This design comes from an exercise in tuning for small area and a short achievable clock period on the open sky130 flow, not from production work.
In this exercise RTL edits were held to simulation tests only and were not proved equivalent to the original.

**design/flow/design.v**
```verilog
package cordic_pkg;
    localparam logic [127:0] CTRL_B0 = 128'h003fffc0000000010000000007fff800;
    localparam logic [127:0] CTRL_B1 = 128'h0000003ffffffffefffffffff8000000;
    localparam logic [127:0] CTRL_B2 = 128'hfffffffffff80000ffffe00000000000;
    localparam logic [127:0] CTRL_B3 = 128'h1ff01fff80ff80fffe03fe03fff01ff0;
    localparam logic [127:0] CTRL_B4 = 128'h1fc01fc000f800fe0003e003f8001800;
    localparam logic [127:0] CTRL_B5 = 128'he1f0e1c78f1b870e1e3c6e1c38f1e0f0;
    localparam logic [127:0] CTRL_B6 = 128'h66f3265993259b32664c966ccb366133;
    localparam logic [127:0] CTRL_B7 = 128'haa556a8ab54ea9572ad53aa55d52ab55;
    localparam logic [127:0] CTRL_B8 = 128'h0f03c3e0e0e43c3c838390f0f0783e0f;
    localparam logic [127:0] CTRL_B9 = 128'h0073fffc6000031ff180000c7fff9c00;
    localparam logic [127:0] CTRL_B10 = 128'haaa96976aaaaaab7daaaaaaadd2d2aaa;
    localparam logic [127:0] CTRL_B11 = 128'hc6f0f0f86c6b1b0fe1b1ac6c3e1e1ec6;
    localparam logic [127:0] CTRL_B12 = 128'h01000000101404000040501000000101;
    function automatic logic [12:0] ctrl_word(input logic [6:0] r);
        ctrl_word = {CTRL_B12[r], CTRL_B11[r], CTRL_B10[r], CTRL_B9[r], CTRL_B8[r], CTRL_B7[r], CTRL_B6[r], CTRL_B5[r], CTRL_B4[r], CTRL_B3[r], CTRL_B2[r], CTRL_B1[r], CTRL_B0[r]};
    endfunction
endpackage
`timescale 1ns/1ps
module cordic_rotator (
    input  logic                    clk,
    input  logic                    rst_n,
    input  logic                    in_valid,
    input  logic [9-1:0] in_x,
    input  logic [9-1:0] in_y,
    input  logic [9-1:0] in_angle,
    output logic                    out_valid,
    output logic [32-1:0]    out_x,
    output logic [32-1:0]    out_y
);
    localparam logic [10:0] PIPE = 11'b11111111111;
    function automatic logic [22:0] add_ci(
        input logic [22:0] a,
        input logic [22:0] b,
        input logic        ci
    );
        logic [23:0] s;
        s      = {a, 1'b1} + {b, ci};
        add_ci = s[23:1];
    endfunction
    function automatic logic signed [22:0] addsub(
        input logic signed [22:0] a,
        input logic signed [22:0] b,
        input logic               sub
    );
        addsub = add_ci(a, b ^ {23{sub}}, sub);
    endfunction
    logic signed [8:0] ain;
    logic [3:0]        qs;
    assign ain   = in_angle;
    assign qs[0] = ain < -135 || ain >= 135;
    assign qs[1] = ain >= -135 && ain < -45;
    assign qs[2] = ain >= -45 && ain < 45;
    assign qs[3] = ain >= 45 && ain < 135;
    logic              v0;
    logic signed [8:0] x0, y0, a0;
    logic [7:0]        q0;
    cordic_pipe #(.W(35), .EN(PIPE[0])) p0 (.clk(clk),
        .d({in_x, in_y, in_angle, ~qs, qs}), .q({x0, y0, a0, q0}));
    cordic_valid #(.EN(PIPE[0])) pv0 (.clk(clk), .rst_n(rst_n), .d(in_valid), .q(v0));
    logic signed [9:0] xe, ye, xn, yn, xq, yq;
    logic [3:0]        qy;
    assign xe = x0;
    assign ye = y0;
    assign xn = -xe;
    assign yn = -ye;
    assign qy = ~q0[7:4];
    assign xq = ({10{q0[0]}} & xn) | ({10{q0[1]}} & yn) | ({10{q0[2]}} & xe) | ({10{q0[3]}} & ye);
    assign yq = ({10{qy[0]}} & yn) | ({10{qy[1]}} & xe) | ({10{qy[2]}} & ye) | ({10{qy[3]}} & xn);
    logic xneg, yneg;
    assign xneg = (a0 <= -90) || (a0 > 90);
    assign yneg = (a0 <= 0);
    logic signed [8:0] res;
    assign res = a0 + (({9{q0[0]}} & (a0[8] ? 9'sd180 : -9'sd180))
                     | ({9{q0[1]}} & 9'sd90) | ({9{q0[3]}} & -9'sd90));
    logic [12:0] cw;
    assign cw = cordic_pkg::ctrl_word(res[6:0]);
    logic [2:0] band;
    assign band = {cw[1:0] == 2'd2, cw[1:0] == 2'd1, cw[1:0] == 2'd0};
    logic signed [9:0] x1, y1;
    logic [9:0]        t1;
    logic [11:0]       c1;
    logic              v1;
    cordic_pipe #(.W(20 + 10 + 12), .EN(PIPE[1])) p1 (.clk(clk),
        .d({xq, yq,
            !cw[2] || band[0], cw[2] || band[0],
            !cw[2] && !band[0], cw[2] && !band[0], ~band, band,
            yneg, xneg, cw[12:3]}),
        .q({x1, y1, t1, c1}));
    cordic_valid #(.EN(PIPE[1])) pv1 (.clk(clk), .rst_n(rst_n), .d(v0), .q(v1));
    function automatic logic signed [14:0] triple(
        input logic signed [9:0] p,
        input logic signed [9:0] q,
        input logic [2:0]        band,
        input logic              sub,
        input logic              tdinv
    );
        logic signed [14:0] pe, qe, ta, tb, tc, td, s1, c1;
        pe = p;
        qe = q;
        ta = (pe <<< 4) | {14'd0, !band[0]};
        tb = band[2] ? (pe <<< 2) : (pe <<< 3);
        tc = ((pe & {15{band[0]}}) | ((qe <<< 3) & {15{band[1]}})
              | ((qe <<< 4) & {15{band[2]}})) ^ {15{sub}};
        td = (qe & {15{!band[0]}}) ^ {15{tdinv}};
        s1 = ta ^ tb ^ tc;
        c1 = {((ta & tb) | (ta & tc) | (tb & tc)), 1'b0};
        triple = (s1 ^ c1 ^ td) + {((s1 & c1) | (s1 & td) | (c1 & td)), 1'b0};
    endfunction
    logic signed [14:0] u2, w2;
    logic [11:0]        c2;
    logic               v2;
    cordic_pipe #(.W(30 + 12), .EN(PIPE[2])) p2 (.clk(clk),
        .d({triple(x1, y1, t1[2:0], t1[6], !t1[8]), triple(y1, x1, ~t1[5:3], t1[7], !t1[9]), c1}),
        .q({u2, w2, c2}));
    cordic_valid #(.EN(PIPE[2])) pv2 (.clk(clk), .rst_n(rst_n), .d(v1), .q(v2));
    function automatic logic signed [18:0] times25(input logic signed [14:0] u);
        logic signed [18:0] e;
        e = u;
        times25 = (e <<< 4) + (e <<< 3) + e;
    endfunction
    function automatic logic [1:0] trim_fix(input logic [5:0] u);
        logic [127:0] tab;
        tab = 128'h6b271612aa96554577666211aa695914;
        trim_fix = tab[2 * u +: 2];
    endfunction
    logic signed [18:0] u3, w3;
    logic [1:0]         fu3, fw3;
    logic [11:0]        c3;
    logic               v3;
    cordic_pipe #(.W(38 + 4 + 12), .EN(PIPE[3])) p3 (.clk(clk),
        .d({times25(u2), times25(w2), trim_fix(u2[5:0]), trim_fix(w2[5:0]), c2}),
        .q({u3, w3, fu3, fw3, c3}));
    cordic_valid #(.EN(PIPE[3])) pv3 (.clk(clk), .rst_n(rst_n), .d(v2), .q(v3));
    function automatic logic signed [22:0] gain_trim(
        input logic signed [18:0] t,
        input logic [1:0]         fix
    );
        logic signed [22:0] lo;
        lo = t >>> 6;
        gain_trim = add_ci({t, 2'b00, fix}, lo, 1'b0);
    endfunction
    logic signed [22:0] u4, w4;
    logic [5:0]         s4;
    logic [9:0]         c4;
    logic               v4;
    cordic_pipe #(.W(46 + 6 + 10), .EN(PIPE[4])) p4 (.clk(clk),
        .d({gain_trim(u3, fu3), gain_trim(w3, fw3),
            c3[0], !(c3[0] && !c3[1]), !(c3[0] && c3[1]),
            !c3[0], c3[0] && c3[1], c3[0] && !c3[1],
            c3[11:2]}),
        .q({u4, w4, s4, c4}));
    cordic_valid #(.EN(PIPE[4])) pv4 (.clk(clk), .rst_n(rst_n), .d(v3), .q(v4));
    function automatic logic signed [22:0] scaled(
        input logic signed [22:0] a,
        input logic signed [22:0] b,
        input logic [2:0]         sel
    );
        logic signed [22:0] bs, as, d;
        logic               ci;
        bs = b >>> 3;
        as = a >>> 7;
        d  = ({23{sel[0]}} & bs) | ({23{sel[1]}} & ~bs) | ({23{sel[2]}} & as);
        ci = sel[1] && (b[2:0] == 3'd0);
        scaled = add_ci(a, d, ci);
    endfunction
    logic signed [22:0] u5, w5;
    logic [9:0]         c5;
    logic               v5;
    cordic_pipe #(.W(46 + 10), .EN(PIPE[5])) p5 (.clk(clk),
        .d({scaled(u4, w4, s4[2:0]), scaled(w4, u4, ~s4[5:3]), c4}),
        .q({u5, w5, c5}));
    cordic_valid #(.EN(PIPE[5])) pv5 (.clk(clk), .rst_n(rst_n), .d(v4), .q(v5));
    logic signed [22:0] u5s, w5s;
    assign u5s = u5 >>> 7;
    assign w5s = w5 >>> 7;
    logic signed [22:0] u6, w6;
    logic [1:0]         s6;
    logic [8:0]         c6;
    logic               v6;
    cordic_pipe #(.W(46 + 2 + 9), .EN(PIPE[6])) p6 (.clk(clk),
        .d({add_ci(u5, ~u5s, 1'b1), add_ci(w5, w5s, 1'b0), !c5[0], c5[0], c5[9:1]}),
        .q({u6, w6, s6, c6}));
    cordic_valid #(.EN(PIPE[6])) pv6 (.clk(clk), .rst_n(rst_n), .d(v5), .q(v6));
    logic signed [22:0] u7, w7, u8, w8, u9, w9;
    logic [1:0]         s7, s8;
    logic [7:0]         c7;
    logic [6:0]         c8;
    logic               v7, v8, v9;
    cordic_pipe #(.W(46 + 2 + 8), .EN(PIPE[7])) p7 (.clk(clk),
        .d({addsub(u6, w6 >>> 5, s6[0]), addsub(w6, u6 >>> 5, s6[1]), !c6[0], c6[0], c6[8:1]}),
        .q({u7, w7, s7, c7}));
    cordic_valid #(.EN(PIPE[7])) pv7 (.clk(clk), .rst_n(rst_n), .d(v6), .q(v7));
    cordic_pipe #(.W(46 + 2 + 7), .EN(PIPE[8])) p8 (.clk(clk),
        .d({addsub(u7, w7 >>> 6, s7[0]), addsub(w7, u7 >>> 6, s7[1]), !c7[0], c7[0], c7[7:1]}),
        .q({u8, w8, s8, c8}));
    cordic_valid #(.EN(PIPE[8])) pv8 (.clk(clk), .rst_n(rst_n), .d(v7), .q(v8));
    function automatic logic [7:0] micro_sel(input logic [3:0] mag, input logic neg,
                                             input logic y);
        logic [3:0] s1;
        logic [1:0] s2;
        logic       n2;
        s1 = '0;
        s2 = '0;
        n2 = 1'b0;
        case (mag)
            4'd1: s1 = 4'b0001;
            4'd2: s1 = 4'b0010;
            4'd3: begin s1 = 4'b0010; s2 = 2'b01; end
            4'd4: s1 = 4'b0100;
            4'd5: begin s1 = 4'b0100; s2 = 2'b01; end
            4'd6: begin s1 = 4'b0100; s2 = 2'b10; end
            4'd7: begin s1 = 4'b1000; s2 = 2'b01; n2 = 1'b1; end
            4'd8: s1 = 4'b1000;
            default: ;
        endcase
        if (y)
            micro_sel = {!(n2 ^ neg), !neg, ~s2, ~s1};
        else
            micro_sel = {n2 ^ neg, neg, s2, s1};
    endfunction
    logic [7:0] mx9, my9;
    logic [1:0] c9;
    cordic_pipe #(.W(46 + 16 + 2), .EN(PIPE[9])) p9 (.clk(clk),
        .d({addsub(u8, w8 >>> 7, s8[0]), addsub(w8, u8 >>> 7, s8[1]),
            micro_sel(c8[4:1], c8[0], 1'b0), micro_sel(c8[4:1], c8[0], 1'b1), c8[6:5]}),
        .q({u9, w9, mx9, my9, c9}));
    cordic_valid #(.EN(PIPE[9])) pv9 (.clk(clk), .rst_n(rst_n), .d(v8), .q(v9));
    function automatic logic signed [22:0] micro(
        input logic signed [22:0] a,
        input logic signed [22:0] b,
        input logic [5:0]         sel,
        input logic [1:0]         inv
    );
        logic signed [22:0] q, p1, p2, s, c;
        q  = b >>> 10;
        p1 = ((q & {23{sel[0]}}) | ((q <<< 1) & {23{sel[1]}})
              | ((q <<< 2) & {23{sel[2]}}) | ((q <<< 3) & {23{sel[3]}})) ^ {23{inv[0]}};
        p2 = ((q & {23{sel[4]}}) | ((q <<< 1) & {23{sel[5]}})) ^ {23{inv[1]}};
        s = a ^ p1 ^ p2;
        c = {((a & p1) | (a & p2) | (p1 & p2)), inv[0]};
        micro = add_ci(s, c, inv[1]);
    endfunction
    logic signed [22:0] u10, w10;
    logic [1:0]         c10;
    logic               v10;
    cordic_pipe #(.W(46 + 2), .EN(PIPE[10])) p10 (.clk(clk),
        .d({micro(u9, w9, mx9[5:0], mx9[7:6]), micro(w9, u9, ~my9[5:0], my9[7:6]), c9}),
        .q({u10, w10, c10}));
    cordic_valid #(.EN(PIPE[10])) pv10 (.clk(clk), .rst_n(rst_n), .d(v9), .q(v10));
    function automatic logic signed [22:0] force_sign(
        input logic signed [22:0] a,
        input logic               neg
    );
        logic s;
        s = a[22] ^ neg;
        force_sign = add_ci(a ^ {23{s}}, 23'd0, s);
    endfunction
    logic signed [22:0] xo, yo;
    logic               xs, ys;
    logic               vo;
    always_ff @(posedge clk)
    begin
        xo <= force_sign(u10, c10[0]);
        yo <= force_sign(w10, c10[1]);
        xs <= c10[0] && (u10 != 23'd0);
        ys <= c10[1] && (w10 != 23'd0);
        vo <= rst_n && v10;
    end
    assign out_valid = vo;
    assign out_x     = {{5{xs}}, {5{xo[22]}}, xo[21:0]};
    assign out_y     = {{5{ys}}, {5{yo[22]}}, yo[21:0]};
endmodule
module cordic_pipe #(
    parameter int W  = 1,
    parameter bit EN = 1'b1
) (
    input  logic         clk,
    input  logic [W-1:0] d,
    output logic [W-1:0] q
);
    if (EN)
    begin : g_reg
        always_ff @(posedge clk)
        begin
            q <= d;
        end
    end
    else
    begin : g_wire
        assign q = d;
    end
endmodule
module cordic_valid #(
    parameter bit EN = 1'b1
) (
    input  logic clk,
    input  logic rst_n,
    input  logic d,
    output logic q
);
    if (EN)
    begin : g_reg
        always_ff @(posedge clk)
        begin
            q <= rst_n && d;
        end
    end
    else
    begin : g_wire
        assign q = d;
    end
endmodule
```
**design/flow/flow/run.sh**
```bash
#!/bin/bash
# Standard layout, with timing repair aimed at a tighter period than the
# constraint (setup margin), so that repair keeps improving the paths that
# set the achieved period. The SDC and the clock period are unchanged.
set -euo pipefail
bash standard.sh SETUP_SLACK_MARGIN=7.2 finish > standard_flow.log 2>&1
```
**design/flow/standard.sh**
```bash
#!/bin/bash
# synth_recipe.tcl (not shown) runs the flow's synth.tcl, then flattens the netlist and writes it again
# the make line also repeats each setting of config.mk as NAME=value (left out here)
make -C /OpenROAD-flow-scripts/flow DESIGN_CONFIG=/design/flow/config.mk WORK_HOME=/design/flow/orfs CLKGATE_MAP_FILE= SYNTH_SCRIPT=/design/flow/synth_recipe.tcl "${@:-finish}"
```
**design/flow/config.mk**
```make
export PLATFORM = sky130hd
export DESIGN_NAME = cordic_rotator
export DESIGN_NICKNAME = cordic_rotator
export VERILOG_FILES = /design/flow/design.v
export SDC_FILE = /design/flow/constraint.sdc
export NUM_CORES = 4
export LEC_CHECK = 0
export ABC_AREA = 1
export CAP_MARGIN = 20
export CORE_MARGIN = 2
export CORE_UTILIZATION = 40
export CTS_BUF_LIST = sky130_fd_sc_hd__clkbuf_8
export CTS_CLUSTER_SIZE = 30
export SLEW_MARGIN = 20
```
**design/flow/constraint.sdc**
```tcl
create_clock -name core_clock -period 10.5 [get_ports {clk}]
set_input_delay 2.1000 -clock core_clock [delete_from_list [all_inputs] [get_ports {clk}]]
set_output_delay 2.1000 -clock core_clock [all_outputs]
set_load 0.01 [all_outputs]
```
==> impl_results.md, run 1 <==
- Post-synth ARST share: 0%
- Crit path capture type: primary output
- Starting Density: 40.39%
- Worst-Margin Slew: 1.018 ns
- Post-synthesis sequential area ratio: 27.86%
- WP buf/inv: 1
- Hold Path Class: register to register
- Top Ports: 95
- Hold-fix buffers, CTS: 0
- WL/cell: 16.26 µm
- Max-slew violations: 0
- CP max FO: 5
- DP Wirelength: 104500 µm
- CTS Root Cell: clkbuf_8
- Antenna violations before repair: 4
- # rows: 123
- YS warnings: 11
- Initial DRC Count: 3016
- Ys flop type: dfxtp_1
- Maxcap violations: 0
- Area Growth Syn to Fin: 12.37%
- Synthesized flop and latch total: 634
- CTS Buf Count: 107
- Total track usage: 21.57%
- Die W: 341.5 µm
- Synthesized net count: 6769
- Cell family with most CP delay: flip-flops
- CTS tree: yes
- Drt via density: 5.092
- Setup_tns: 0 ns
- Final GP Congestion: 0.9452
- Fmax: 295.4 MHz
- Post-synth EDFFs: 0
- Slowest cell on crit path: dfxtp_4
- Clock sink count: 634
- Largest net degree at the start of global routing: 49
- Post-Syn Area per Cell: 7.338 µm²
- Status: complete, no violations
- CP startpoint: xs$_DFF_P_
- CTS clock-pin slew for the worst setup and hold paths: 0.06 ns
- Unique masters post-synth: 56
- Final Hold Vio Count: 0
- Final Cycle Share: 32.24%
- Clk buf depth: 3
- First-pass GRT wire length: 205000 µm
- Worst Path Required: 8.40 ns
- Unrepaired setup endpoints after global routing: yes
- Detailed-router iteration count before antenna repair: 6
- Final net count: 6911
- Die ar.: 116600 µm²
- Number of remaining DRC errors: 0
- Min Tclk post-route: 3.385 ns
- Hold path startpoint: p9.q[0]$_DFF_P_
- Max stage delay on crit path: 0.35 ns
- Share of layout cells above drive strength 1: 8.067%
- Layout Utilization: 45.39%
- Final Non-Filler Cells: 7939
- Max-slew headroom: 32.05%
- H-tree depth: 3
- Vias in the first global route: 38559
- Mapped Area: 45560 µm²
- Core box area: 112800 µm²
- Setup Skew: 0.05254 ns
- Port-buffer cells: 94
- Skew-Pair Late Insertion Delay: 0.80 ns
- Die H: 341.5 µm
- Startpoint Class: register
- Placed Cells: 7711
- CP cell instances: buf_2
- Critical path data arrival time: 1.28 ns
- DR vias: 40426
- Crit path kind: register to primary output
- Setup violations, final: 0
- Routed WL: 129100 µm
- Remaining Overflow, GRT: 0
- Synth Instances: 6209
- RR Startpoint: p1.q[15]$_DFF_P_
- Final ANT Viol Nets: 0
flip-flops by register name, indices dropped and copies added, names as in the netlist, 6 cells and up, named ones only:
register / cells
p9.q: 64
p4.q: 62
p6.q: 57
p5.q: 56
p7.q: 56
p3.q: 54
p8.q: 51
p10.q: 48
p1.q: 42
p2.q: 42
p0.q: 35
xo: 23
yo: 23
p9.d: 6
kinds of logic (layout without fill, tap and decap cells):
group | count (synthesis) | count (layout) | share of synthesized area (%)
compound gates | 1054 | 1054 | 13.49
xor+xnor | 571 | 571 | 11.14
fa+ha+maj | 530 | 530 | 16.61
buf+inv | 904 | 1129 | 7.837
flops | 634 | 634 | 27.86
other cells | 0 | 5 | 0
simple gates | 2516 | 2516 | 23.06
cell usage in the layout, fill, tap and decap left out, types with 22 or more instances in the layout:
cell type        synthesis  routed
nand2_2                 18      24
nor3_1                  83      82
buf_6                    8      23
o22ai_1                 57      57
nor2_1                 462     457
o21ai_0                285     266
xnor2_1                102     102
buf_2                   31      44
inv_1                  790     796
nor4_1                  36      36
dfxtp_1                634     570
a21boi_0                23      22
a21o_1                  45      45
o211ai_1                56      56
nand2_1               1448    1442
clkbuf_8                 0     130
fa_1                   125     125
o21bai_1                49      49
nand3_1                334     334
a21oi_1                411     394
ha_1                   405     384
dfxtp_2                  0      49
clkdlybuf4s50_1          0      29
buf_4                   21      28
xor2_1                 462     457
nor2_2                  19      24
a31oi_1                 25      24
nand4_1                 79      79
Yosys cell counts (5+ instances only):
cell type  count  area, µm²
o211ai_1      56      420.4
or2_2          7      43.79
nor4_1        36      225.2
nor3_1        83      415.4
o21a_1        15      112.6
o31ai_1        5      37.54
buf_4         21      157.7
o221ai_1      21      183.9
a21boi_0      23      172.7
o21ai_1        5      25.02
buf_2         31      155.2
ha_1         405       5067
buf_6          8      90.09
nor2_2        19      118.9
nand3b_1      13      97.59
nand3_1      334       1672
a31oi_1       25      156.4
inv_1        790       2965
xor2_2         5      81.33
a221oi_1      22      192.7
inv_2          7      26.28
nand2_2       18      112.6
o21ai_0      285       1426
clkinv_1       6      22.52
clkbuf_1      31      116.4
buf_1         10      37.54
a21oi_1      411       2057
o21bai_1      49      367.9
fa_1         125       2502
a21o_1        45      337.8
o22ai_1       57      356.6
xor2_1       462       4046
nor2_1       462       1734
a211oi_1       9      67.56
xnor2_1      102      893.4
o2111ai_1     13      113.9
nand2_1     1448       5435
dfxtp_1      634      12690
nand4_1       79      494.2
path summary, 6_finish.rpt:
kind	to	slack [ns]	depth (start not counted)
max	out_x[28]	7.12	1
min	p10.q[0]$_DFF_P_	0.31	0
max reg2reg	p2.q[26]$_DFF_P_	7.28	16
min reg2reg	p10.q[0]$_DFF_P_	0.31	0
layout make-up:
| type | instances | area [µm²] |
|---|---|---|
| fill | 11384 | 61610 |
| multi-input combinational | 4671 | 29810 |
| sequential | 634 | 12810 |
| inverter | 803 | 3053 |
| tap | 1500 | 1877 |
| clock buffer | 130 | 1789 |
| timing repair buffer | 128 | 1060 |
| clock inverter | 62 | 748.2 |
| timing repair inverter | 6 | 42.54 |
| antenna | 5 | 12.51 |
per-stage QoR:
step / setup slack (ns) / hold slack (ns) / cell area (µm²)
finish: 7.115 / 0.3084 / 51200
floorplan: 7.249 / 0.3096 / 45570
detailed placement: 6.524 / 0.3121 / 47890
CTS: 7.056 / 0.3227 / 50390
global placement: 6.543 / 0.3106 / 47890
global route: 7.055 / 0.3310 / 51190
metal layers:
layer | vias up | global-route usage (%) | part of all wire [%] | wire length [µm]
li1 | 20688 | - | - | -
met1 | 18442 | 29.24 | 46 | 60030
met2 | 1064 | 35.71 | 46 | 59220
met3 | 228 | 2.756 | 4.9 | 6309
met4 | 4 | 6.498 | 2.7 | 3527
met5 | - | 0 | 0.021 | 27
what timing repair did:
action,4_1_cts,5_1_grt
resized for setup,325,186
gates cloned,4,2
setup endpoints to repair,133,131
buffers inserted,12,13
pin swaps,2,29
==> run 2: changes to the inputs <==
--- a/design/flow/config.mk
+++ b/design/flow/config.mk
@@ -10,5 +10,3 @@
 export CORE_MARGIN = 2
 export CORE_UTILIZATION = 40
-export CTS_BUF_LIST = sky130_fd_sc_hd__clkbuf_8
-export CTS_CLUSTER_SIZE = 30
 export SLEW_MARGIN = 20
==> run 2 against run 1 <==
  * Still clean on timing, DRC and antenna
  * Cell count decreased by 0.89%
  * Maximum frequency increased by 1.7%
  * First-iteration DRC count increased by 3.4%
  * Non-clock buffer count decreased by 1
  * Register-to-register slack about the same
  * Via count decreased by 0.52%
  * Setup slack improved by 0.057 ns
  * Synthesized area unchanged
  * Sequential cell count unchanged
  * Design area decreased by 0.30%
  * Critical path depth increased by 1
==> impl_results.md, run 2 <==
- Most frequent cells in the layout: nand2_1 (1441), inv_1 (776), dfxtp_1 (584)
- Largest net degree at the start of global routing: 49 (unchanged)
- CTS Buf Count: 72 (-33%)
- Final ANT Viol Nets: 0 (unchanged)
- Synth top area share: 27.86% (unchanged)
- Worst-Margin Slew: 0.9995 ns (-0.01837 ns)
- Final Cycle Share: 31.69% (-0.55 points)
- Final GP Congestion: 0.9452 (unchanged)
- CTS clock-pin slew for the worst setup and hold paths: 0.06 ns (about the same)
- Synth Instances: 6209 (unchanged)
- Starting Density: 40.39% (unchanged)
- Max stage delay on crit path: 0.35 ns (about the same)
- Synthesized net count: 6769 (unchanged)
- Core box area: 112800 µm² (unchanged)
- Setup violations, final: 0 (unchanged)
- Antenna violations before repair: 2 (-2)
- Synthesized flop and latch total: 634 (unchanged)
- Placed Cells: 7711 (unchanged)
- Startpoint Class: register
- Worst Path Required: 8.40 ns (about the same)
- Critical path data arrival time: 1.23 ns (-0.05 ns)
- Initial DRC Count: 3118 (+3.4%)
- Post-Syn Area per Cell: 7.338 µm² (unchanged)
- Die H: 341.5 µm (unchanged)
- Final Non-Filler Cells: 7868 (-0.89%)
- Setup ws final: 7.172 ns (+0.05724 ns)
- Unique masters post-synth: 56 (unchanged)
- Most frequent CP cell: buf_6
- Place WS: 6.524 ns (unchanged)
- Maxcap violations: 0 (unchanged)
- Hold-fix buffers, CTS: 0 (unchanged)
- CTS Root Cell: clkbuf_16
- Share of layout cells above drive strength 1: 7.129% (-0.94 points)
- Detailed-router iteration count before antenna repair: 6 (unchanged)
- WL/cell: 16.42 µm (+0.94%)
- Count leader, synth: nand2_1
- First-pass GRT wire length: 205000 µm (about the same)
- CP max FO: 3 (-2)
- H-tree depth: 3 (unchanged)
- CP cell instances: buf_6 -> buf_6
- Status: complete, no violations
- Crit path capture type: primary output
- Remaining Overflow, GRT: 0 (unchanged)
- Top cells by count, synth: nand2_1 (1448), inv_1 (790), dfxtp_1 (634)
- Drt via density: 5.111 (+0.38%)
- YS warnings: 11 (unchanged)
- Ys flop type: dfxtp_1
- Skew-Pair Late Insertion Delay: 0.66 ns (-0.14 ns)
- Area Growth Syn to Fin: 12.04%
- Clk buf depth: 3 (unchanged)
- Number of remaining DRC errors: 0 (unchanged)
- Commonest non-fill, non-tap cell in the layout: nand2_1
- Mapped Area: 45560 µm² (unchanged)
- Min Tclk post-route: 3.328 ns (-0.05724 ns)
- Die W: 341.5 µm (unchanged)
- Clock sink count: 634 (unchanged)
- Total track usage: 21.60% (+0.029 points)
- Final net count: 6874 (-0.54%)
- Most flop-heavy register: p9.q
- CTS tree: yes
- Setup Skew: 0.02308 ns (-0.02947 ns)
- Max-slew violations: 0 (unchanged)
- DP Wirelength: 104500 µm (unchanged)
- Unrepaired setup endpoints after global routing: yes
- Port-buffer cells: 94 (unchanged)
- Largest cells by area after synthesis: dfxtp_1 (28%), nand2_1 (12%), ha_1 (11%)
- Final Hold Vio Count: 0 (unchanged)
- Top flop regs: p9.q x64, p4.q x62, p6.q x57
- Hold Path Class: register to register
- R2R setup slack: 7.28 ns (about the same)
- Post-synth ARST share: 0% (unchanged)
- Top Ports: 95 (unchanged)
- Crit path kind: register to primary output
- Setup_tns: 0 ns (unchanged)
- # rows: 123 (unchanged)
- Vias in the first global route: 38341 (-0.57%)
- Post-synthesis sequential area ratio: 27.86% (unchanged)
- Fmax: 300.5 MHz (+1.7%)
- Ant diodes: 0 (-5)
- Slowest cell on crit path: dfxtp_4
- Area leader, netlist: dfxtp_1
- Post-synth EDFFs: 0 (unchanged)
- Routed WL: 129200 µm (about the same)
- DR vias: 40215 (-0.52%)
- Max-slew headroom: 33.27% (+1.2 points)
- Die ar.: 116600 µm² (unchanged)
- Max reg flops: 64 (unchanged)
[run 2: cell counts after synthesis]
Identical to the previous run, type by type.
[run 2: critical path: cells and delay by family (launching register included)]
family | cells | cell delay, ns
flops | 1 | 0.35
buf+inv | 2 | 0.22
[run 2: worst paths after layout]
kind,from,to,cells after the start
setup / recovery,ys$_DFF_P_,out_y[29],2
hold / removal,p6.q[6]$_DFF_P_,p7.q[5]$_DFF_P_,0
setup reg to reg,p1.q[15]$_DFF_P_,p2.q[23]$_DFF_P_,13
hold reg to reg,p6.q[6]$_DFF_P_,p7.q[5]$_DFF_P_,0
[run 2: layer usage]
layer	routed length (µm)	vias up	part of all wire [%]	track usage, %
li1	-	20576	-	-
met1	59970	18385	46	29.29
met2	59290	1035	46	35.76
met3	6412	215	5.0	2.800
met4	3421	4	2.6	6.388
met5	65	-	0.050	0
[run 2: cell type report]
class                      instances  area (µm²)
fill                           11363       61760
clock inverter                    38       521.8
timing repair buffer             127       978.4
inverter                         803        3049
timing repair inverter             5       35.03
sequential                       634       12780
clock buffer                      90        1989
tap                             1500        1877
multi-input combinational       4671       29820
[run 2: repair_timing]
action | CTS | global route
gates resized for setup | 323 | 154
pin swaps | 2 | 35
buffers inserted | 13 | 11
setup endpoints to repair | 132 | 77
cloned | 4 | 1
[run 2: cells by family after synthesis]
logic type	count (synthesis)	synth area share (%)
AOI/OAI and AO/OA	1054	13.49
and+or+nand+nor	2516	23.06
adders and majority gates	530	16.61
xor gates and xnor gates	571	11.14
buffers and inverters	904	7.837
DFF	634	27.86
[run 2: per-stage QoR]
stage / utilization [%] / cell area [µm²] / hold WS, ns
6_report: 45.25 / 51050 / 0.3120
5_1_grt: 45.25 / 51050 / 0.3300
4_1_cts: 44.69 / 50410 / 0.3159
3_5_place_dp: 42.45 / 47890 / 0.3121
3_3_place_gp: 42.45 / 47890 / 0.3106
2_1_floorplan: - / 45570 / 0.3096
==> run 3: changes to the inputs <==
--- a/design/flow/config.mk
+++ b/design/flow/config.mk
@@ -9,4 +9,5 @@
 export CAP_MARGIN = 20
 export CORE_MARGIN = 2
-export CORE_UTILIZATION = 40
+export CORE_UTILIZATION = 60
+export PLACE_DENSITY = 0.7
 export SLEW_MARGIN = 20
==> run 3 against run 2 <==
  * Cell count is 6.5% lower
  * Synthesized area stayed put
  * Design area is 0.91% lower
  * Largest cell class unchanged
  * Critical path depth stayed put
  * Maximum frequency is 1.5% higher
==> impl_results.md, run 3 <==
- Status: complete, no violations
- Most frequent cells in the layout: nand2_1 (1441), inv_1 (775), dfxtp_1 (590)
- Post-synth ARST share: 0% (unchanged)
- Post-synth EDFFs: 0 (unchanged)
- CP max FO: 4 (+1)
- Reg2Reg Depth: 14 (+1)
- CTS tree: yes
- Worst Path Required: 8.40 ns (about the same)
- Area of the multi-input gates: 29880 µm² (+0.21%)
- WL/cell: 17.08 µm (+4.0%)
- RR Startpoint: p1.q[14]$_DFF_P_
- Min Tclk post-route: 3.279 ns (-0.04843 ns)
- Final net count: 6882 (+0.12%)
- CP startpoint: xo[22]$_DFF_P_
- Final instance area: 50580 µm² (-0.91%)
- Ys flop type: dfxtp_1
- Unique masters post-synth: 56 (unchanged)
- Final Hold Vio Count: 0 (unchanged)
- H-tree depth: 3 (unchanged)
- Post-synthesis sequential area ratio: 27.86% (unchanged)
- Crit path kind: register to primary output
- First-pass GRT wire length: 199000 µm (-3.0%)
- CTS clock-pin slew for the worst setup and hold paths: 0.06 ns (about the same)
- Largest net degree at the start of global routing: 49 (unchanged)
- Commonest non-fill, non-tap cell in the layout: nand2_1
- Sequential cell area: 12780 µm² (about the same)
- CTS Root Cell: clkbuf_16
- Detailed-router iteration count before antenna repair: 8 (+2)
- Final GP Congestion: 0.9874 (+4.5%)
- Post-Syn Area per Cell: 7.338 µm² (unchanged)
- Setup violations, final: 0 (unchanged)
- Drt via density: 5.615 (+9.9%)
- Count leader, synth: nand2_1
- Unrepaired setup endpoints after global routing: yes
- DP Wirelength: 100600 µm (-3.7%)
- Routed WL: 125600 µm (-2.8%)
- Top flop regs: p9.q x64, p4.q x62, p6.q x57
- DR vias: 41290 (+2.7%)
- # rows: 101 (-18%)
- Setup_tns: 0 ns (unchanged)
- Die H: 279.6 µm (-18%)
- Maxcap violations: 0 (unchanged)
- Final ANT Viol Nets: 0 (unchanged)
- Crit path capture type: primary output
- Vias in the first global route: 38142 (-0.52%)
- Area leader, netlist: dfxtp_1
- Synthesized net count: 6769 (unchanged)
- Setup Skew: 0.03717 ns (+0.01410 ns)
- Synthesized flop and latch total: 634 (unchanged)
- Startpoint Class: register
- DP Area: 47250 µm² (-1.3%)
- Clock sink count: 634 (unchanged)
- CP cell instances: buf_6 -> buf_6
- Skew-Pair Late Insertion Delay: 0.63 ns (-0.03 ns)
- Largest cells by area after synthesis: dfxtp_1 (28%), nand2_1 (12%), ha_1 (11%)
- Most flop-heavy register: p9.q
- Filler cells: 6772 (-40%)
- Critical path data arrival time: 1.18 ns (-0.05 ns)
- CTS Buf Count: 68 (-5.6%)
- Antenna violations before repair: 2 (unchanged)
- Ant diodes: 0 (unchanged)
- Die W: 279.6 µm (-18%)
- Share of layout cells above drive strength 1: 6.698% (-0.43 points)
- Clk buf depth: 3 (unchanged)
- Top cells by count, synth: nand2_1 (1448), inv_1 (790), dfxtp_1 (634)
- Max-slew headroom: 31.45% (-1.8 points)
- Worst hold slack: 0.3177 ns (+0.005650 ns)
- Slowest cell on crit path: dfxtp_4
- Initial DRC Count: 2961 (-5.0%)
- Max stage delay on crit path: 0.35 ns (about the same)
- Synth Instances: 6209 (unchanged)
- Area Growth Syn to Fin: 11.02%
- Max reg flops: 64 (unchanged)
- Port-buffer cells: 94 (unchanged)
- Total track usage: 31.35% (+9.7 points)
- YS warnings: 11 (unchanged)
- Max-slew violations: 0 (unchanged)
- Fmax: 305.0 MHz (+1.5%)
- Hold Path Class: register to register
- Hold path startpoint: p8.q[5]$_DFF_P_
- Core box area: 75570 µm² (-33%)
- Hold-fix buffers, CTS: 0 (unchanged)
- Number of remaining DRC errors: 0 (unchanged)
- Most frequent CP cell: buf_6
- Remaining Overflow, GRT: 0 (unchanged)
- Final Cycle Share: 31.23% (-0.46 points)
- Die ar.: 78160 µm² (-33%)
- Starting Density: 60.29% (+20 points)
- Worst-Margin Slew: 1.027 ns (+0.02736 ns)
- Hold path cells: 0 (unchanged)
- Layout Utilization: 66.94% (+22 points)
- Mapped Area: 45560 µm² (unchanged)
- Synth top area share: 27.86% (unchanged)
- Top Ports: 95 (unchanged)
-- run 3: cell count changes in the layout (fill, tap and decap cells not counted), sizes merged --
cell and delta:
clkdlybuf4s15 +32, dlygate4sd2 +3, clkbuf +11, inv -2
clkinv -5, buf -31, clkinvlp -1
-- run 3: area by class of cell --
class | count | share of cell area (%)
multi-input combinational | 4671 | 59.06
sequential | 634 | 25.26
inverter | 803 | 6.038
clock buffer | 91 | 3.814
timing repair buffer | 141 | 2.451
tap | 978 | 2.419
clock inverter | 32 | 0.9102
timing repair inverter | 3 | 0.04452
-- run 3: metal layers --
metal  wire length (µm)  vias up  GRT usage (%)
met1              57100    19048          43.99
met4               3645        0          8.789
met3               8905      242          4.237
met2              55930     1406          50.47
met5                  0        -              0
li1                   -    20594              -
-- run 3: repair_timing --
action,CTS,global route
gates cloned,2,1
endpoints found under the setup margin,131,98
resized for setup,217,184
buffers inserted,16,21
pin swaps,4,23
-- run 3: critical path, delay by kind of cell (launching register included) --
| family | cells | cell delay, ns |
|---|---|---|
| DFF | 1 | 0.35 |
| buffers and inverters | 2 | 0.22 |
-- run 3: path summary, 6_finish.rpt --
check                                   endpoint  slack [ns]
worst max-delay path                   out_x[24]        7.22
worst min-delay path             p9.q[0]$_DFF_P_        0.32
worst max register to register  p2.q[41]$_DFF_P_        7.24
worst min register to register   p9.q[0]$_DFF_P_        0.32
-- run 3: logic make-up after synthesis --
family | after synthesis | share of synthesized area (%)
flops | 634 | 27.86
simple gates | 2516 | 23.06
compound gates | 1054 | 13.49
buf+inv | 904 | 7.837
fa+ha+maj | 530 | 16.61
xor+xnor | 571 | 11.14
-- run 3: per-stage QoR --
| stage | setup slack (ns) | std cells |
|---|---|---|
| 6_report | 7.221 | 7353 |
| 2_1_floorplan | 7.249 | 6209 |
| 3_5_place_dp | 6.518 | 7190 |
| 3_3_place_gp | 6.515 | 7190 |
| 4_1_cts | 7.167 | 7331 |
| 5_1_grt | 6.996 | 7353 |
==> run 4: changes to the inputs <==
--- a/design/flow/config.mk
+++ b/design/flow/config.mk
@@ -9,5 +9,5 @@
 export CAP_MARGIN = 20
 export CORE_MARGIN = 2
-export CORE_UTILIZATION = 60
-export PLACE_DENSITY = 0.7
+export CORE_UTILIZATION = 70
+export PLACE_DENSITY = 0.85
 export SLEW_MARGIN = 20
==> run 4 against run 3 <==
  * Still clean
  * Setup slack worse by 0.19 ns
  * Critical path depth is 12 higher
  * Clock skew down 0.014 ns
  * Sequential cell count unchanged
  * Hold slack gained 0.0032 ns
  * Highest routed layer unchanged
==> impl_results.md, run 4 <==
- Worst hold slack: 0.3209 ns (+0.003220 ns)
- Port-buffer cells: 94 (unchanged)
- Commonest non-fill, non-tap cell in the layout: nand2_1
- CP cell instances: clkinvlp_4 -> o221ai_4 -> xor2_2 -> fa_1 -> fa_1 -> inv_1 -> ha_2 -> nand2_2 -> nor2_1 -> nand2_1 -> nor2_1 -> nor2_2 -> nand3b_1 -> nand2_1
- Die ar.: 67150 µm² (-14%)
- Synth top area share: 27.86% (unchanged)
- Total track usage: 38.36% (+7.0 points)
- Ys flop type: dfxtp_1
- Area of the multi-input gates: 30150 µm² (+0.91%)
- Startpoint Class: register
- Post-Syn Area per Cell: 7.338 µm² (unchanged)
- Remaining Overflow, GRT: 0 (unchanged)
- Hold path startpoint: p1.q[8]$_DFF_P_
- Synthesized net count: 6769 (unchanged)
- First-pass GRT wire length: 209500 µm (+5.3%)
- Final net count: 6906 (+0.35%)
- Die W: 259.1 µm (-7.3%)
- Starting Density: 70.81% (+11 points)
- Skew-Pair Late Insertion Delay: 0.63 ns (about the same)
- Post-synth EDFFs: 0 (unchanged)
- CTS Buf Count: 70 (+2.9%)
- Die H: 259.1 µm (-7.3%)
- R2R setup slack: 7.03 ns (-0.21 ns)
- H-tree depth: 3 (unchanged)
- Final instance area: 50940 µm² (+0.70%)
- CP max FO: 8 (+4)
- Synth Instances: 6209 (unchanged)
- CP startpoint: p1.q[14]$_DFF_P_
- Max stage delay on crit path: 0.53 ns (+0.18 ns)
- Sequential cell area: 12780 µm² (about the same)
- DP Area: 47070 µm² (-0.37%)
- Final Hold Vio Count: 0 (unchanged)
- Unrepaired setup endpoints after global routing: yes
- Core box area: 64350 µm² (-15%)
- WL/cell: 18.99 µm (+11%)
- Most flop-heavy register: p9.q
- DP Wirelength: 101700 µm (+1.1%)
- Final ANT Viol Nets: 0 (unchanged)
- Routed WL: 137800 µm (+9.8%)
- Number of remaining DRC errors: 0 (unchanged)
- Count leader, synth: nand2_1
- CTS clock-pin slew for the worst setup and hold paths: 0.07 ns (about the same)
- DR vias: 43846 (+6.2%)
- Max-slew violations: 0 (unchanged)
- Min Tclk post-route: 3.466 ns (+0.1866 ns)
- Crit path kind: register to register
- Top flop regs: p9.q x64, p4.q x62, p6.q x57
- Post-synth ARST share: 0% (unchanged)
- Most frequent cells in the layout: nand2_1 (1438), inv_1 (770), dfxtp_1 (583)
- Largest net degree at the start of global routing: 49 (unchanged)
- Final Cycle Share: 33.01% (+1.8 points)
- Place WS: 6.500 ns (-0.01770 ns)
- Mapped Area: 45560 µm² (unchanged)
- YS warnings: 11 (unchanged)
- Unique masters post-synth: 56 (unchanged)
- Setup Skew: 0.02336 ns (-0.01381 ns)
- Top cells by count, synth: nand2_1 (1448), inv_1 (790), dfxtp_1 (634)
- Worst-Margin Slew: 0.9055 ns (-0.1213 ns)
- Slowest cell on crit path: fa_1
- CTS Root Cell: clkbuf_16
- Detailed-router iteration count before antenna repair: 10 (+2)
- Antenna violations before repair: 2 (unchanged)
- Final GP Congestion: 1.053 (+6.6%)
- Share of layout cells above drive strength 1: 7.903% (+1.2 points)
- Crit path capture type: register
- Fmax: 288.5 MHz (-5.4%)
- Clk buf depth: 3 (unchanged)
- Synthesized flop and latch total: 634 (unchanged)
- Critical path data arrival time: 4.04 ns (+2.86 ns)
- Worst Path Required: 11.08 ns (+2.68 ns)
- Hold Path Class: register to register
- Maxcap violations: 0 (unchanged)
- Max reg flops: 64 (unchanged)
- Status: complete, no violations
- # rows: 93 (-7.9%)
- Setup violations, final: 0 (unchanged)
- Area leader, netlist: dfxtp_1
- Clock sink count: 634 (unchanged)
- Filler cells: 4538 (-33%)
- Top Ports: 95 (unchanged)
- CTS tree: yes
- Max-slew headroom: 39.43% (+8.0 points)
- Area Growth Syn to Fin: 11.80%
- Cell family with most CP delay: adder cells
- Setup_tns: 0 ns (unchanged)
- Drt via density: 6.040 (+7.6%)
- Largest cells by area after synthesis: dfxtp_1 (28%), nand2_1 (12%), ha_1 (11%)
- WP buf/inv: 2 (unchanged)
- Post-synthesis sequential area ratio: 27.86% (unchanged)
- RR Startpoint: p1.q[14]$_DFF_P_
- Initial DRC Count: 4608 (+56%)
- Vias in the first global route: 41245 (+8.1%)
- Setup ws final: 7.034 ns (-0.1866 ns)
==> run 4: cell counts after synthesis <==
Identical to the previous run, type by type.
==> run 4: metal layers <==
metal / global-route usage [%] / routed length (µm) / up-vias
met5: 0 / 0 / -
met4: 15.66 / 6623 / 0
met3: 6.376 / 11790 / 546
met2: 63.17 / 63400 / 2414
met1: 50.12 / 56020 / 20220
li1: - / - / 20666
==> run 4: worst paths after layout <==
check	depth (start not counted)	to
worst min register to register	0	p2.q[8]$_DFF_P_
worst min-delay path	0	p2.q[8]$_DFF_P_
worst max-delay path	14	p2.q[41]$_DFF_P_
worst max register to register	14	p2.q[41]$_DFF_P_
==> run 4: worst register-to-register path: stages (launching register included) <==
cell	delay, ns
dfxtp_4	0.38
clkinvlp_4	0.24
o221ai_4	0.29
xor2_2	0.29
fa_1	0.48
fa_1	0.54
inv_1	0.06
ha_2	0.41
nand2_2	0.12
nor2_1	0.15
nand2_1	0.07
nor2_1	0.13
nor2_2	0.07
nand3b_1	0.15
nand2_1	0.06
==> run 4: repair_timing <==
action / in CTS / in global routing
cloned: 2 / 3
hold buffers: 0 / 0
gates resized for setup: 229 / 236
pin swaps: 8 / 49
endpoints found under the setup margin: 135 / 103
endpoints found under the hold margin: 0 / 0
buffers inserted: 27 / 33
==> run 4: cell families after synthesis <==
group / Yosys count / share of synthesized area [%]
XOR/XNOR: 571 / 11.14
flip-flops: 634 / 27.86
AO/OA/AOI/OAI: 1054 / 13.49
adder cells (fa/ha/maj): 530 / 16.61
buffers and inverters: 904 / 7.837
AND/OR/NAND/NOR: 2516 / 23.06
==> run 4: metrics by stage <==
step / cells / utilization (%)
finish: 7259 / 79.16
global route: 7258 / 79.16
CTS: 7222 / 77.46
detailed placement: 7064 / 73.15
global placement: 7064 / 73.15
floorplan: 6209 / -
==> run 4: final cells by class <==
class	count	area share [%]
flip-flops and latches	634	25.10
diodes	1	0.004913
repair buffers	161	2.744
clock inverters	35	0.7615
multi-input cells	4671	59.19
repair inverters	5	0.05895
inverters	803	6.011
clock buffers	94	4.036
well taps	855	2.100
==> run 5: changes to the inputs <==
--- a/design/flow/config.mk
+++ b/design/flow/config.mk
@@ -9,5 +9,6 @@
 export CAP_MARGIN = 20
 export CORE_MARGIN = 2
-export CORE_UTILIZATION = 70
-export PLACE_DENSITY = 0.85
+export CORE_UTILIZATION = 40
+export CTS_CLUSTER_DIAMETER = 100
+export CTS_CLUSTER_SIZE = 30
 export SLEW_MARGIN = 20
==> run 5 against run 4 <==
  * Via count fell by 9.0%
  * Die area grew 74%
  * Hold slack improved by 0.0069 ns
  * Design area down 2.3%
  * Critical path type is now register to primary output
==> impl_results.md, run 5 <==
- Port-buffer cells: 94 (unchanged)
- GR Util met2: 35.38% (-28 points)
- Unrepaired setup endpoints after global routing: yes
- Post-synthesis xor/xnor area fraction: 11.14% (unchanged)
- CTS tree: yes
- Final GP Congestion: 0.9452 (-10%)
- Final Hold Vio Count: 0 (unchanged)
- Cell family with most CP delay: flip-flops
- Post-synth EDFFs: 0 (unchanged)
- Routing usage on met1: 29.28% (-21 points)
- WP buf/inv: 1 (-1)
- Worst-Margin Slew: 1.038 ns (+0.1321 ns)
- Setup violations, final: 0 (unchanged)
- Skew-Pair Late Insertion Delay: 0.61 ns (-0.02 ns)
- Most flop-heavy register: p9.q
- Ys flop type: dfxtp_1
- DP Wirelength: 104500 µm (+2.7%)
- Crit path kind: register to primary output
- Status: complete, no violations
- Largest cells by area after synthesis: dfxtp_1 (28%), nand2_1 (12%), ha_1 (11%)
- Total track usage: 21.26% (-17 points)
- Post-synth ARST share: 0% (unchanged)
- Number of remaining DRC errors: 0 (unchanged)
- Initial DRC Count: 2830 (-39%)
- FF-to-FF End: p2.q[26]$_DFF_P_
- Final net count: 6840 (-0.96%)
- Max-slew headroom: 30.73% (-8.7 points)
- WL/cell: 16.36 µm (-14%)
- Count leader, synth: nand2_1
- Setup ws final: 7.250 ns (+0.2158 ns)
- Die H: 341.5 µm (+32%)
- CP cell instances: clkdlybuf4s15_2
- Synth top area share: 27.86% (unchanged)
- CTS clock-pin slew for the worst setup and hold paths: 0.10 ns (+0.03 ns)
- RR Startpoint: p1.q[15]$_DFF_P_
- Max reg flops: 64 (unchanged)
- # rows: 123 (+32%)
- Synth Area in Simple Gates: 23.06% (unchanged)
- R2R setup slack: 7.27 ns (+0.24 ns)
- Hold Path Sink: p8.q[6]$_DFF_P_
- Hold Path Class: register to register
- Place WS: 6.524 ns (+0.02367 ns)
- Unique masters post-synth: 56 (unchanged)
- Startpoint Class: register
- Routed WL: 127600 µm (-7.4%)
- Area Growth Syn to Fin: 9.232%
- Fmax: 307.7 MHz (+6.6%)
- Share of layout cells above drive strength 1: 6.362% (-1.5 points)
- Reg2Reg Depth: 16 (+2)
- Clock sink count: 634 (unchanged)
- Ant diodes: 0 (-1)
- Die W: 341.5 µm (+32%)
- Core box area: 112800 µm² (+75%)
- Antenna violations before repair: 2 (unchanged)
- Most frequent cells in the layout: nand2_1 (1441), inv_1 (776), dfxtp_1 (572)
- Drt via density: 5.111 (-15%)
- Worst Path Required: 8.40 ns (-2.68 ns)
- DR vias: 39881 (-9.0%)
- Die ar.: 116600 µm² (+74%)
- CTS Root Cell: clkbuf_16
- Clk buf depth: 3 (unchanged)
- Synthesized net count: 6769 (unchanged)
- Max stage delay on crit path: 0.32 ns (-0.21 ns)
- Final Cycle Share: 30.95% (-2.1 points)
- Layout Utilization: 44.12% (-35 points)
- Final instance area: 49770 µm² (-2.3%)
- Hold path cells: 0 (unchanged)
- Setup_tns: 0 ns (unchanged)
- Proportion of synthesized area in mux cells: 0% (unchanged)
- Commonest non-fill, non-tap cell in the layout: nand2_1
- H-tree depth: 2 (-1)
- Largest family of logic cells by synthesized area: simple AND/OR/NAND/NOR gates
- Max-slew violations: 0 (unchanged)
- YS warnings: 11 (unchanged)
- Global route hottest layer: met2
- Crit path capture type: primary output
- Post-synthesis sequential area ratio: 27.86% (unchanged)
- Area leader, netlist: dfxtp_1
- Vias in the first global route: 37812 (-8.3%)
- CTS Buf Count: 35 (-50%)
- Starting Density: 40.39% (-30 points)
- Mapped Area: 45560 µm² (unchanged)
- Synthesized flop and latch total: 634 (unchanged)
- Top cells by count, synth: nand2_1 (1448), inv_1 (790), dfxtp_1 (634)
- Compound-gate portion of the synthesized area: 13.49% (unchanged)
- CP max FO: 1 (-7)
- Detailed-router iteration count before antenna repair: 6 (-4)
- Remaining Overflow, GRT: 0 (unchanged)
- First-pass GRT wire length: 202400 µm (-3.4%)
- Setup Skew: 0.03535 ns (+0.01198 ns)
- Critical path data arrival time: 1.15 ns (-2.89 ns)
- Final ANT Viol Nets: 0 (unchanged)
- Post-Synth Adder-Cell Area: 16.61% (unchanged)
- Maxcap violations: 0 (unchanged)
- Post-Syn Area per Cell: 7.338 µm² (unchanged)
- Top flop regs: p9.q x64, p4.q x62, p6.q x57
- Hold path startpoint: p7.q[7]$_DFF_P_
- Slowest cell on crit path: dfxtp_1
- Top Ports: 95 (unchanged)
- DP Area: 47890 µm² (+1.7%)
- Synth Instances: 6209 (unchanged)
- Min Tclk post-route: 3.250 ns (-0.2158 ns)
- Grt met3 use: 1.761% (-4.6 points)
- Largest net degree at the start of global routing: 49 (unchanged)
run 5: layer usage:
layer  vias up  routed length (µm)
met5         -                  13
met4         2                3491
met3       184                5499
met2       961               58720
met1     18256               59910
li1      20478                   -
run 5: what timing repair did:
| item | 4_1_cts | 5_1_grt |
|---|---|---|
| pin swaps | 2 | 26 |
| resized for setup | 311 | 155 |
| endpoints found under the hold margin | 0 | 0 |
| gates cloned | 3 | 2 |
| setup buffers | 9 | 18 |
| setup endpoints to repair | 134 | 71 |
| hold buffers | 0 | 0 |
run 5: worst max path at each step:
stage                     startpoint           endpoint  slack, ns  cells after the start
CTS                  p0.q[0]$_DFF_P_   p1.q[19]$_DFF_P_       7.15                     15
finish                xo[21]$_DFF_P_          out_x[21]       7.25                      1
floorplan           p1.q[17]$_DFF_P_   p2.q[26]$_DFF_P_       7.25                     16
global route        p1.q[15]$_DFF_P_   p2.q[26]$_DFF_P_       7.07                     16
global placement    p9.q[16]$_DFF_P_  p10.q[47]$_DFF_P_       6.54                     13
detailed placement  p9.q[16]$_DFF_P_  p10.q[47]$_DFF_P_       6.52                     13
run 5: layout make-up:
cell class	count	area [µm²]
Multi-Input combinational cell	4671	29770
Timing Repair Buffer	130	979.7
Timing Repair inverter	5	35.03
Clock inverter	21	296.5
Clock buffer	39	953.4
Sequential cell	634	12810
Inverter	803	3052
Fill cell	11480	63040
Tap cell	1500	1877
run 5: through the flow:
step	hold WS (ns)	instances
after CTS	0.3280	7783
after floorplan	0.3096	6209
final	0.3277	7803
after global placement	0.3106	7711
after global routing	0.3435	7803
after detailed placement	0.3121	7711
run 5: cell families (layout without fill, tap and decap cells):
kind of cell               Yosys count  after routing
buffers and inverters              904            998
AOI/OAI and AO/OA                 1054           1054
DFF                                634            634
and+or+nand+nor                   2516           2516
xor gates and xnor gates           571            571
adders and majority gates          530            530
==> run 6: changes to the inputs <==
--- a/design/flow/config.mk
+++ b/design/flow/config.mk
@@ -11,4 +11,4 @@
 export CORE_UTILIZATION = 40
 export CTS_CLUSTER_DIAMETER = 100
-export CTS_CLUSTER_SIZE = 30
+export CTS_CLUSTER_SIZE = 22
 export SLEW_MARGIN = 20
==> run 6 against run 5 <==
  * Synthesized cell count did not move
  * Via count rose by 0.18%
  * Sequential cell count did not move
  * First-iteration DRC count rose by 6.5%
  * Global-route usage barely moved
  * Hold slack got worse by 0.014 ns
  * Clock skew rose by 0.0019 ns
  * Highest routed layer unchanged
  * Die area did not move
==> impl_results.md, run 6 <==
- Synthesized flop and latch total: 634 (unchanged)
- Most frequent cells in the layout: nand2_1 (1442), inv_1 (774), dfxtp_1 (576)
- CTS Root Cell: clkbuf_16
- Layout Utilization: 44.18% (+0.062 points)
- Max reg flops: 64 (unchanged)
- Top flop regs: p9.q x64, p4.q x62, p6.q x57
- Worst Path Required: 8.40 ns (about the same)
- Post-synthesis sequential area ratio: 27.86% (unchanged)
- DP Wirelength: 104500 µm (unchanged)
- Hold-fix buffers, CTS: 0 (unchanged)
- WL/cell: 16.39 µm (+0.19%)
- Count leader, synth: nand2_1
- CTS tree: yes
- Setup Skew: 0.03726 ns (+0.001916 ns)
- Core box area: 112800 µm² (unchanged)
- Post-synth ARST share: 0% (unchanged)
- Critical path data arrival time: 1.15 ns (about the same)
- Startpoint Class: register
- CTS Buf Count: 39 (+11%)
- Number of remaining DRC errors: 0 (unchanged)
- Die H: 341.5 µm (unchanged)
- CP cell instances: buf_2
- Synth Instances: 6209 (unchanged)
- Share of layout cells above drive strength 1: 6.441% (+0.079 points)
- Hold Path Sink: p4.q[8]$_DFF_P_
- Maxcap violations: 0 (unchanged)
- Final net count: 6849 (+0.13%)
- H-tree depth: 2 (unchanged)
- Reg2Reg Depth: 15 (-1)
- Mapped Area: 45560 µm² (unchanged)
- WP buf/inv: 1 (unchanged)
- # rows: 123 (unchanged)
- FF-to-FF End: p2.q[41]$_DFF_P_
- Final Cycle Share: 30.91% (-0.039 points)
- Max-slew violations: 0 (unchanged)
- Vias in the first global route: 37843 (+0.082%)
- Initial DRC Count: 3014 (+6.5%)
- Crit path kind: register to primary output
- First-pass GRT wire length: 202500 µm (about the same)
- Clock sink count: 634 (unchanged)
- Setup violations, final: 0 (unchanged)
- Most flop-heavy register: p9.q
- Crit path capture type: primary output
- CP max FO: 5 (+4)
- Min Tclk post-route: 3.246 ns (-0.004080 ns)
- Die W: 341.5 µm (unchanged)
- Unique masters post-synth: 56 (unchanged)
- Unrepaired setup endpoints after global routing: yes
- DR vias: 39953 (+0.18%)
- Starting Density: 40.39% (unchanged)
- Drt via density: 5.120 (+0.18%)
- Top cells by count, synth: nand2_1 (1448), inv_1 (790), dfxtp_1 (634)
- Synth top area share: 27.86% (unchanged)
- Final Hold Vio Count: 0 (unchanged)
- RR Startpoint: p1.q[14]$_DFF_P_
- YS warnings: 11 (unchanged)
- Area Growth Syn to Fin: 9.386%
- Fmax: 308.1 MHz (+0.13%)
- Max stage delay on crit path: 0.37 ns (+0.05 ns)
- Remaining Overflow, GRT: 0 (unchanged)
- Synthesized net count: 6769 (unchanged)
- Largest net degree at the start of global routing: 49 (unchanged)
- Hold path startpoint: p3.q[10]$_DFF_P_
- Cell family with most CP delay: flip-flops
- Worst-Margin Slew: 1.052 ns (+0.01480 ns)
- Area leader, netlist: dfxtp_1
- Max-slew headroom: 29.74% (-0.99 points)
- Hold Path Class: register to register
- Hold path cells: 0 (unchanged)
- Skew-Pair Late Insertion Delay: 0.64 ns (+0.03 ns)
- Setup_tns: 0 ns (unchanged)
- Antenna violations before repair: 2 (unchanged)
- R2R setup slack: 7.27 ns (about the same)
- Commonest non-fill, non-tap cell in the layout: nand2_1
- Final ANT Viol Nets: 0 (unchanged)
- Final GP Congestion: 0.9452 (unchanged)
- Ant diodes: 0 (unchanged)
- Clk buf depth: 3 (unchanged)
- Largest cells by area after synthesis: dfxtp_1 (28%), nand2_1 (12%), ha_1 (11%)
- Ys flop type: dfxtp_1
- Routed WL: 127900 µm (+0.19%)
- Port-buffer cells: 94 (unchanged)
- Detailed-router iteration count before antenna repair: 6 (unchanged)
- Die ar.: 116600 µm² (unchanged)
- CTS clock-pin slew for the worst setup and hold paths: 0.08 ns (-0.02 ns)
- Top Ports: 95 (unchanged)
- Post-synth EDFFs: 0 (unchanged)
- Slowest cell on crit path: dfxtp_2
- Total track usage: 21.27% (about the same)
- Status: complete, no violations
- Post-Syn Area per Cell: 7.338 µm² (unchanged)
[run 6: kinds of logic (layout without fill, tap and decap cells)]
family | count (synthesis) | after routing | share of synthesized area (%)
adder cells (fa/ha/maj) | 530 | 530 | 16.61
flip-flops | 634 | 634 | 27.86
AND/OR/NAND/NOR | 2516 | 2516 | 23.06
AO/OA/AOI/OAI | 1054 | 1054 | 13.49
buffers and inverters | 904 | 998 | 7.837
XOR/XNOR | 571 | 571 | 11.14
[run 6: timing repair]
| item | 4_1_cts | 5_1_grt |
|---|---|---|
| cloned | 4 | 1 |
| resized for setup | 317 | 167 |
| endpoints found under the setup margin | 132 | 75 |
| setup buffers | 10 | 22 |
| pin swaps | 2 | 25 |
[run 6: metrics by stage]
stage	hold WS, ns	cells	worst slack (ns)	instance area [µm²]
after global placement	0.3106	7711	6.543	47890
after floorplan	0.3096	6209	7.249	45570
after detailed placement	0.3121	7711	6.524	47890
after CTS	0.3184	7780	7.201	49060
final	0.3140	7803	7.254	49840
after global routing	0.3306	7803	7.139	49840
[run 6: worst max path at each step]
| stage | start | endpoint | depth (start not counted) |
|---|---|---|---|
| after floorplan | p1.q[17]$_DFF_P_ | p2.q[26]$_DFF_P_ | 16 |
| after global placement | p9.q[16]$_DFF_P_ | p10.q[47]$_DFF_P_ | 13 |
| after CTS | p1.q[38]$_DFF_P_ | p2.q[25]$_DFF_P_ | 12 |
| after detailed placement | p9.q[16]$_DFF_P_ | p10.q[47]$_DFF_P_ | 13 |
| final | xs$_DFF_P_ | out_x[28] | 1 |
| after global routing | p1.q[40]$_DFF_P_ | p2.q[26]$_DFF_P_ | 14 |
[run 6: per-layer routing]
metal / vias to the layer above / wire length (µm) / global-route usage, %
li1: 20485 / - / -
met1: 18311 / 60320 / 29.32
met2: 967 / 58850 / 35.41
met3: 188 / 5451 / 2.222
met4: 2 / 3241 / 5.461
met5: - / 17 / 0
[run 6: final cells by class]
type | instances | area [µm²]
sequential | 634 | 12800
clock buffer | 40 | 1001
tap | 1500 | 1877
clock inverter | 15 | 220.2
timing repair inverter | 5 | 35.03
inverter | 803 | 3057
timing repair buffer | 135 | 1025
fill | 11480 | 62970
multi-input combinational | 4671 | 29820
[run 6: worst reg2reg max path, stage by stage (launching register included)]
cell,delay [ns]
dfxtp_4,0.38
clkinvlp_4,0.22
buf_6,0.19
o221ai_4,0.16
xor2_2,0.19
fa_1,0.44
fa_1,0.55
inv_1,0.06
ha_4,0.24
a21oi_4,0.16
o21bai_1,0.08
a21oi_1,0.15
nand2_1,0.08
nor2_2,0.12
nand3b_1,0.11
nand2_1,0.05

afterwards: timing with drivers on the ports:
Ports are ideal in the flow. The routed layouts listed here were re-timed in OpenROAD. Step 1: set_driving_cell puts a clkbuf_16 on clk and a buf_2 on each other input, an assumption about the parent block. Step 2 times the ports against the registers' clock, not the clock port: input delays grow and output delays shrink by t, the midpoint of the rising clock arrivals with the driver on. a / b / c = no drivers / after step 1 / after step 2; a / b = the first two.
run | t (ns) | setup WS [ns] | worst slew at a driven data input, ns
run 1 | 0.847 | 7.115 / 7.047 / 7.004 | 0.04
run 2 | 0.718 | 7.172 / 7.102 / 6.993 | 0.04
run 3 | 0.676 | 7.221 / 7.157 / 6.978 | 0.04
run 4 | 0.689 | 7.034 / 7.034 / 6.861 | 0.05
run 5 | 0.676 | 7.250 / 7.180 / 7.030 | 0.04
run 6 | 0.700 | 7.254 / 7.177 / 7.006 | 0.04
After both steps setup and hold are still met in every run listed. The setup slack of run 6, which loses most, moves by -0.077 ns with the drivers and by -0.248 ns with both steps.
